What follows belongs to an exercise in optimizing a design on an open flow for small area and a short achievable clock period; a production flow would make more cautious choices. The RTL was checked by simulation tests, not by an equivalence proof against the original design. No activity file was given, so power comes from the tool's default toggle rates.

==> flow/design.v (excerpt) <==
module memory_module_param
#(
  parameter int unsigned DATA_WIDTH = mem_pkg::DEF_DATA_WIDTH,
  parameter int unsigned DEPTH      = mem_pkg::DEF_DEPTH,
  parameter int unsigned ADDR_WIDTH = mem_pkg::DEF_ADDR_WIDTH
) (
  input  logic                    clock,
  input  logic                    reset,
  input  logic [DATA_WIDTH-1:0]   data,
  input  logic [ADDR_WIDTH-1:0]   address,
  input  logic                    rE,
  input  logic                    wE,
  input  logic [DATA_WIDTH/8-1:0] byteEn,
  output logic [DATA_WIDTH-1:0]   dataOut,
  output logic                    dataValid,
  output logic                    busy
);
Settings: LEC_CHECK=0, CAP_MARGIN=20, CORE_MARGIN=2, CORE_UTILIZATION=40, CTS_BUF_LIST=sky130_fd_sc_hd__clkbuf_16, CTS_CLUSTER_DIAMETER=60, CTS_CLUSTER_SIZE=24, GPL_TIMING_DRIVEN=0, PLACE_DENSITY=0.5, SETUP_SLACK_MARGIN=2.0, SLEW_MARGIN=20, SYNTH_HIERARCHICAL=1, SYNTH_MINIMUM_KEEP_SIZE=0, TNS_END_PERCENT=5; clock period 4.0 ns.
run.sh (not shown) runs the stock make flow with config.mk's settings and CLKGATE_MAP_FILE= SYNTH_SCRIPT=/design/flow/synth_recipe.tcl, a recipe that flattens the netlist after the stock synthesis.
The baseline went through all stages and came out clean.
Edit:
Settings changed: SETUP_SLACK_MARGIN 2.0 to 1.9, TNS_END_PERCENT 5 to 20.
=>
- final area goes up slightly
- combinational power stays flat
- critical path depth does not change
- synthesized area stays the same
- count of clock-buffer cells in the layout goes up by 2
- non-clock buffer count goes up by 19
- sequential share of layout area goes down by 0.37 points

v5:
Another version of the RTL of memory_module_param (not shown whole).
Size in the first run: about 7000 cells after synthesis, ~2100 flip-flops, ~80 I/O pins.
Settings: LEC_CHECK=0, CAP_MARGIN=20, CORE_MARGIN=2, CORE_UTILIZATION=45, CTS_BUF_LIST=sky130_fd_sc_hd__clkbuf_16, CTS_CLUSTER_DIAMETER=60, CTS_CLUSTER_SIZE=24, GPL_TIMING_DRIVEN=0, PLACE_DENSITY=0.55, SETUP_SLACK_MARGIN=1.9, SLEW_MARGIN=20, SYNTH_HIERARCHICAL=1, SYNTH_MINIMUM_KEEP_SIZE=0, TNS_END_PERCENT=20; clock period 4.0 ns.
Edits applied to the flow inputs when going from v5 to v37:
# v5
export LEC_CHECK = 0
export CAP_MARGIN = 20
export CORE_MARGIN = 2
export CORE_UTILIZATION = 45
export CTS_BUF_LIST = sky130_fd_sc_hd__clkbuf_16
export CTS_CLUSTER_DIAMETER = 60
export CTS_CLUSTER_SIZE = 24
export GPL_TIMING_DRIVEN = 0
export PLACE_DENSITY = 0.55
export SETUP_SLACK_MARGIN = 1.9
export SLEW_MARGIN = 20
export SYNTH_HIERARCHICAL = 1
export SYNTH_MINIMUM_KEEP_SIZE = 0
export TNS_END_PERCENT = 20
create_clock -name core_clock -period 4.0 [get_ports {clock}]
# v37
export LEC_CHECK = 0
export CAP_MARGIN = 20
export CORE_MARGIN = 2
export CORE_UTILIZATION = 50
export CTS_BUF_LIST = sky130_fd_sc_hd__clkbuf_16
export CTS_CLUSTER_DIAMETER = 60
export CTS_CLUSTER_SIZE = 24
export GPL_TIMING_DRIVEN = 0
export PLACE_DENSITY = 0.6
export SETUP_SLACK_MARGIN = 1.9
export SLEW_MARGIN = 20
export SYNTH_HIERARCHICAL = 1
export SYNTH_MINIMUM_KEEP_SIZE = 0
export TNS_END_PERCENT = 20
create_clock -name core_clock -period 4.0 [get_ports {clock}]
Notes after the runs:
- v37 | stages: all done | timing, DRC, antenna: all pass
- v37 has share of the clock period used by the worst path below what v5 had.
- Going from v5 to v37, the cell count after placement was found to have gone down by about 3%.
- Average vias per placed instance went up by a few percent going from v5 to v37.
- Looking at met1 usage, v37 sits 3.5 points higher than v5 does.
[inputs] v16 vs v37
# v37
export LEC_CHECK = 0
export CAP_MARGIN = 20
export CORE_MARGIN = 2
export CORE_UTILIZATION = 50
export CTS_BUF_LIST = sky130_fd_sc_hd__clkbuf_16
export CTS_CLUSTER_DIAMETER = 60
export CTS_CLUSTER_SIZE = 24
export GPL_TIMING_DRIVEN = 0
export PLACE_DENSITY = 0.6
export SETUP_SLACK_MARGIN = 1.9
export SLEW_MARGIN = 20
export SYNTH_HIERARCHICAL = 1
export SYNTH_MINIMUM_KEEP_SIZE = 0
export TNS_END_PERCENT = 20
create_clock -name core_clock -period 4.0 [get_ports {clock}]
# v16
export LEC_CHECK = 0
export CAP_MARGIN = 20
export CORE_MARGIN = 2
export CORE_UTILIZATION = 40
export CTS_BUF_LIST = sky130_fd_sc_hd__clkbuf_16
export CTS_CLUSTER_DIAMETER = 60
export CTS_CLUSTER_SIZE = 24
export GPL_TIMING_DRIVEN = 0
export PLACE_DENSITY = 0.5
export SETUP_SLACK_MARGIN = 1.9
export SLEW_MARGIN = 20
export SYNTH_HIERARCHICAL = 1
export SYNTH_MINIMUM_KEEP_SIZE = 0
export TNS_END_PERCENT = 20
create_clock -name core_clock -period 4.0 [get_ports {clock}]
Findings:
- [diff] worst setup slack after placement, v16 relative to v37: improvement
- v16 against v37: global-route wire length before repair increased by about 6% relative to the old numbers; total number of nets in the final design barely changed; transition time at the pin with the least slew margin has increased; design area rose 1.8%.
The inputs of v50 differ from those of v16 as listed below.
# v16
export LEC_CHECK = 0
export CAP_MARGIN = 20
export CORE_MARGIN = 2
export CORE_UTILIZATION = 40
export CTS_BUF_LIST = sky130_fd_sc_hd__clkbuf_16
export CTS_CLUSTER_DIAMETER = 60
export CTS_CLUSTER_SIZE = 24
export GPL_TIMING_DRIVEN = 0
export PLACE_DENSITY = 0.5
export SETUP_SLACK_MARGIN = 1.9
export SLEW_MARGIN = 20
export SYNTH_HIERARCHICAL = 1
export SYNTH_MINIMUM_KEEP_SIZE = 0
export TNS_END_PERCENT = 20
create_clock -name core_clock -period 4.0 [get_ports {clock}]
# v50
export LEC_CHECK = 0
export CAP_MARGIN = 20
export CORE_MARGIN = 2
export CORE_UTILIZATION = 50
export CTS_BUF_LIST = sky130_fd_sc_hd__clkbuf_16
export CTS_CLUSTER_DIAMETER = 60
export CTS_CLUSTER_SIZE = 24
export GPL_TIMING_DRIVEN = 0
export PLACE_DENSITY = 0.6
export SETUP_SLACK_MARGIN = 2.0
export SLEW_MARGIN = 20
export SYNTH_HIERARCHICAL = 1
export SYNTH_MINIMUM_KEEP_SIZE = 0
export TNS_END_PERCENT = 20
create_clock -name core_clock -period 4.0 [get_ports {clock}]
[summary]
- Data required time of the worst path, v16 and v50: smaller value in v16
- v50 -> v16: share of synthesized cell area in and, or, nand and nor gates delta 0, exact match
- Looking at worst-path cell with the longest stage delay, the a22oi_1 result is from v50; the dfxtp_2 one comes from v16.
- The estimated power of v50 ends up lower than the estimate for v16.
- v16 and v50 ended up with nearly the same switching part of the total.
- The start point of the critical path comes out dataOut_q[13]$_DFF_P_ in one run and address[3] in the other, namely in v16 and v50 respectively.
- Relative to v16, final-stage net count has gone up in v50.
- Relative to v16, placed cell count has decreased by 486 in v50.
Input changes introduced in v2 (baseline for comparison: v50):
# v50
export LEC_CHECK = 0
export CAP_MARGIN = 20
export CORE_MARGIN = 2
export CORE_UTILIZATION = 50
export CTS_BUF_LIST = sky130_fd_sc_hd__clkbuf_16
export CTS_CLUSTER_DIAMETER = 60
export CTS_CLUSTER_SIZE = 24
export GPL_TIMING_DRIVEN = 0
export PLACE_DENSITY = 0.6
export SETUP_SLACK_MARGIN = 2.0
export SLEW_MARGIN = 20
export SYNTH_HIERARCHICAL = 1
export SYNTH_MINIMUM_KEEP_SIZE = 0
export TNS_END_PERCENT = 20
create_clock -name core_clock -period 4.0 [get_ports {clock}]
# v2
export LEC_CHECK = 0
export CAP_MARGIN = 10
export CORE_MARGIN = 2
export CORE_UTILIZATION = 50
export CTS_BUF_LIST = sky130_fd_sc_hd__clkbuf_16
export CTS_CLUSTER_DIAMETER = 60
export CTS_CLUSTER_SIZE = 24
export GPL_TIMING_DRIVEN = 0
export PLACE_DENSITY = 0.6
export SETUP_SLACK_MARGIN = 1.9
export SLEW_MARGIN = 10
export SYNTH_HIERARCHICAL = 1
export SYNTH_MINIMUM_KEEP_SIZE = 0
export TNS_END_PERCENT = 20
create_clock -name core_clock -period 4.0 [get_ports {clock}]
==> summary.txt <==
- Relative to v50, the fraction of power consumed by the clock network of v2 is higher by 0.4 points.
- Going from v50 to v2, post-placement worst setup slack grows by 0.099 ns.
- Wire length of the first global-routing pass in v2 vs v50: up 0.46%
- Any difference in met1 routed wirelength after detailed routing between v2 and v50 is small enough to ignore.
- The total wirelength of the detailed-routed design on v50 is in line with that on v2.
- v2 vs v50: number of vias per cell up slightly
- Side by side, final worst-path setup slack turned out lower in v2 than in v50.
- v50 -> v2: area of the mapped netlist flat
- Between v50 and v2, register-to-register slack is higher for v50, v2 comes in under that.

[re-timing with driven ports]
The flow's constraints put no driver on any port. The routed layouts listed below were extracted and timed again, unchanged, in two steps.
Step 1, drivers: a clkbuf_16 drives clock and a buf_2 each remaining input, both assumed.
Step 2 times the ports against the registers' clock, not the clock port: input delays grow and output delays shrink by t, the midpoint of the rising clock arrivals with the driver on.
a / b / c = no drivers / after step 1 / after step 2; a / b = the first two.
run | t, ns | slack for setup (ns) | latest minus earliest clock arrival (ns) | worst register clock-pin slew, ns | pins driven straight from the clock port
the first run of note 1 | 0.917 | 1.117 / 1.136 / 0.219 | 0.038 / 0.039 | 0.09 / 0.09 | 1
the second run of note 1 | 0.917 | 1.285 / 1.290 / 0.373 | 0.041 / 0.041 | 0.09 / 0.09 | 1
v5 | 0.915 | 1.640 / 1.607 / 0.692 | 0.037 / 0.038 | 0.09 / 0.09 | 1
v37 | 0.879 | 1.717 / 1.645 / 0.766 | 0.033 / 0.033 | 0.10 / 0.10 | 1
v16 | 0.917 | 1.735 / 1.632 / 0.715 | 0.034 / 0.034 | 0.09 / 0.09 | 1
v50 | 0.871 | 1.733 / 1.620 / 0.749 | 0.037 / 0.037 | 0.10 / 0.10 | 1
v2 | 0.873 | 1.698 / 1.661 / 0.788 | 0.036 / 0.036 | 0.09 / 0.09 | 1
After both steps setup and hold are still met in every run listed. The setup slack of v16, which loses most, moves by -0.103 ns with the drivers and by -1.020 ns with both steps.
